This is an optimization exercise on Yosys and OpenROAD, whose aim is small area, a short achievable clock period and few clock cycles, not a production implementation. Function was checked by simulation only, so behaviour that the tests miss may differ from the original. No activity file was given, so power comes from the tool's default toggle rates.

Setup of JK:
==> flow/design.v (excerpt) <==
module matrix_mac
(
  input  logic         i_clk,
  input  logic         i_rst_n,
  input  logic         i_clear,
  input  logic         i_start,
  input  logic [14:0]  i_instr,
  input  logic [255:0] i_mat_a,
  input  logic [255:0] i_mat_b,
  output logic         o_busy,
  output logic         o_done,
  output logic [15:0]  o_wenable,
  output logic [255:0] o_result
);
  logic         accept;
  logic [3:0]   step_row;
  logic [3:0]   step_col;
  logic [63:0]  a_row;
  logic [63:0]  b_col;
  logic [255:0] next_s;
  logic [255:0] next_c;
  mac_ctrl mac_ctrl_inst (
    .i_clk     (i_clk),
    .i_rst_n   (i_rst_n),
    .i_clear   (i_clear),
    .i_start   (i_start),
    .i_instr   (i_instr),
    .o_accept  (accept),
    .o_busy    (o_busy),
    .o_done    (o_done),
    .o_step_row (step_row),
    .o_step_col (step_col),
    .o_wenable (o_wenable)
  );
  operand_route operand_route_inst (
    .i_clk    (i_clk),
    .i_accept (accept),
    .i_mat_a  (i_mat_a),
    .i_mat_b  (i_mat_b),
    .o_a_row  (a_row),
    .o_b_col  (b_col)
  );
  mul_array mul_array_inst (
    .i_start (i_start),
  ...
clock: 6.2 ns
lec_check: 0
cap_margin: 20
core_margin: 2
core_utilization: 50
gpl_timing_driven: 0
setup_slack_margin: 0.3
slew_margin: 20
synth_hierarchical: 1
standard.sh (not shown) runs the stock make flow with config.mk's settings and CLKGATE_MAP_FILE= SYNTH_SCRIPT=/design/flow/synth_recipe.tcl, a recipe that flattens the netlist after the stock synthesis.
==> flow/flow/run.sh <==
#!/bin/bash
# Layout: the standard flow (standard.sh, its synthesis unchanged), with one
# change: the port buffers that global placement inserts are sky130 buf_2 cells
# instead of the default clkdlybuf4s50_1 delay cells. Every port still gets its
# buffer. make's full output goes to make.log here; ORFS keeps each step's log
# under orfs/logs/.
set -euo pipefail
bash standard.sh "BUFFER_PORTS_ARGS=-buffer_cell sky130_fd_sc_hd__buf_2" finish > make.log 2>&1
Testbench counts of JK, summed over its fixed seeds: cycles 1,632.
--- input diff JK..MS ---
- changing CORE_UTILIZATION from 50 to 55
--- outcome ---
- Finished, but not clean: MS, with antenna rules.
- Compared to JK, MS has overall power about 1.8% lower.
- Diff JK and MS: final area lower in MS
- MS against JK: area of the mapped netlist saw little to no change; final critical path time including I/O delays and setup saw an increase; post-placement cell area saw a decrease; core utilization of the finished layout saw an increase; layout overhead on the synthesized area saw a decrease.
- JK → MS: area share of buffers outside the clock network moved down; delay of the slowest cell on the worst path decreased by 20 ps relative to the old numbers; clock latency on the worst-skew pair saw a decrease; global-route usage now larger.
Input changes introduced in AL (baseline for comparison: MS):
- SETUP_SLACK_MARGIN changed from 0.3 to 0.5
==> flow/run.sh (new file) <==
#!/bin/bash
# synth_recipe.tcl (not shown) runs the flow's synth.tcl, then flattens the netlist and writes it again
# the make line also repeats each setting of config.mk as NAME=value (left out here)
make -C /OpenROAD-flow-scripts/flow DESIGN_CONFIG=/design/flow/config.mk WORK_HOME=/design/flow/orfs CLKGATE_MAP_FILE= SYNTH_SCRIPT=/design/flow/synth_recipe.tcl finish
removed: flow/flow/run.sh
removed: flow/standard.sh
Looking at the reports, AL completed the entire flow and the layout it produced met the timing, DRC and antenna checks. In the reports for AL and MS, the smaller maximum clock frequency belongs to MS. MS reports its type of the worst min-delay path as reg2reg while AL reports in2async. As of AL, final cell area excluding filler cells had risen by a few percent compared to MS. Critical path data required time: AL < MS. Summary: total power draw, AL worse than MS. MS → AL: placer congestion estimate rose by 0.98%; post-detailed-routing wire length grew by 1.3%; number of clock buffer instances in the layout down about 3.3%.
### AL -> TR
- SETUP_SLACK_MARGIN changed from 0.5 to 0.3
- CORE_UTILIZATION changed from 55 to 65
==> flow/flow/run.sh (new file) <==
#!/bin/bash
# Layout: the standard flow (standard.sh, its synthesis unchanged), with one
# change: the port buffers that global placement inserts are sky130 buf_2 cells
# instead of the default clkdlybuf4s50_1 delay cells. Every port still gets its
# buffer. make's full output goes to make.log here; ORFS keeps each step's log
# under orfs/logs/.
set -euo pipefail
bash standard.sh "BUFFER_PORTS_ARGS=-buffer_cell sky130_fd_sc_hd__buf_2" finish > make.log 2>&1
==> flow/standard.sh (new file) <==
#!/bin/bash
# synth_recipe.tcl (not shown) runs the flow's synth.tcl, then flattens the netlist and writes it again
# the make line also repeats each setting of config.mk as NAME=value (left out here)
make -C /OpenROAD-flow-scripts/flow DESIGN_CONFIG=/design/flow/config.mk WORK_HOME=/design/flow/orfs CLKGATE_MAP_FILE= SYNTH_SCRIPT=/design/flow/synth_recipe.tcl "${@:-finish}"
removed: flow/run.sh
## What came out
Relative to AL, combinational group share of total power has gone down in TR. In the reports for TR and AL, the smaller die outline width belongs to TR. Changes observed in TR relative to AL: maximum number of pins on one net before global-route repair increased by 1 relative to the old numbers; final worst-path setup slack went down; number of buffer and inverter stages on the critical path moved up; clock network fraction of design power saw a decrease; non-clock buffer share of cell area now sits lower. TR vs. AL: final critical-path share of the clock period increased by 2.2 points relative to the old numbers; global-route wire length before repair now sits lower.
Input-level comparison between PW and TR:
- CORE_UTILIZATION: 65 -> 55
- SETUP_SLACK_MARGIN: 0.3 -> 0.8
==> flow/run.sh (new file) <==
#!/bin/bash
# synth_recipe.tcl (not shown) runs the flow's synth.tcl, then flattens the netlist and writes it again
# the make line also repeats each setting of config.mk as NAME=value (left out here)
make -C /OpenROAD-flow-scripts/flow DESIGN_CONFIG=/design/flow/config.mk WORK_HOME=/design/flow/orfs CLKGATE_MAP_FILE= SYNTH_SCRIPT=/design/flow/synth_recipe.tcl finish
removed: flow/flow/run.sh
removed: flow/standard.sh
[summary]
Against TR as the reference, PW delivers a lower final-layout clock-cell area share.
Reported for PW and TR, post-synth design cell area turned out identical to the last digit.
Against TR, PW comes in 4.5 points lower on overall fraction of global-route tracks in use.
Between PW and TR, the total global routing overflow figures differ only marginally.
Number of placement rows (PW / TR): 1.09
The lower combinational power of PW and TR is in TR.

==> port drivers added, routing unchanged <==
How much do the figures lean on ideal ports? The routed layouts below were timed once more, with nothing changed but the port constraints. Step 1 assumes that a clkbuf_16 drives the clock port and a buf_2 every other input. Step 2 adds t to the input delays and takes it off the output delays; t is the mean of the earliest and latest rising clock arrival at the registers after step 1. Input paths then give back, and output paths get back, about the clock's delay inside the block. a / b / c = ideal / step 1 / step 2; a / b = the first two.
| run | t (ns) | slack for setup (ns) | hold WS [ns] | slew at the worst register clock pin (ns) | worst slew at a driven data input, ns |
|---|---|---|---|---|---|
| JK | 0.893 | 0.314 / 0.316 / -0.536 | 0.389 / 0.345 / 0.435 | 0.07 / 0.07 | 0.38 |
| MS | 0.867 | 0.297 / 0.280 / -0.587 | 0.432 / 0.404 / 0.432 | 0.08 / 0.08 | 0.29 |
| AL | 0.863 | 0.422 / 0.433 / -0.430 | 0.436 / 0.405 / 0.456 | 0.07 / 0.07 | 0.32 |
| TR | 0.850 | 0.284 / 0.273 / -0.577 | 0.284 / 0.244 / 0.454 | 0.07 / 0.07 | 0.35 |
| PW | 0.890 | 0.749 / 0.733 / -0.152 | 0.370 / 0.322 / 0.450 | 0.07 / 0.07 | 0.29 |
The setup slack of PW, which loses most, moves by -0.016 ns with the drivers and by -0.901 ns with both steps.
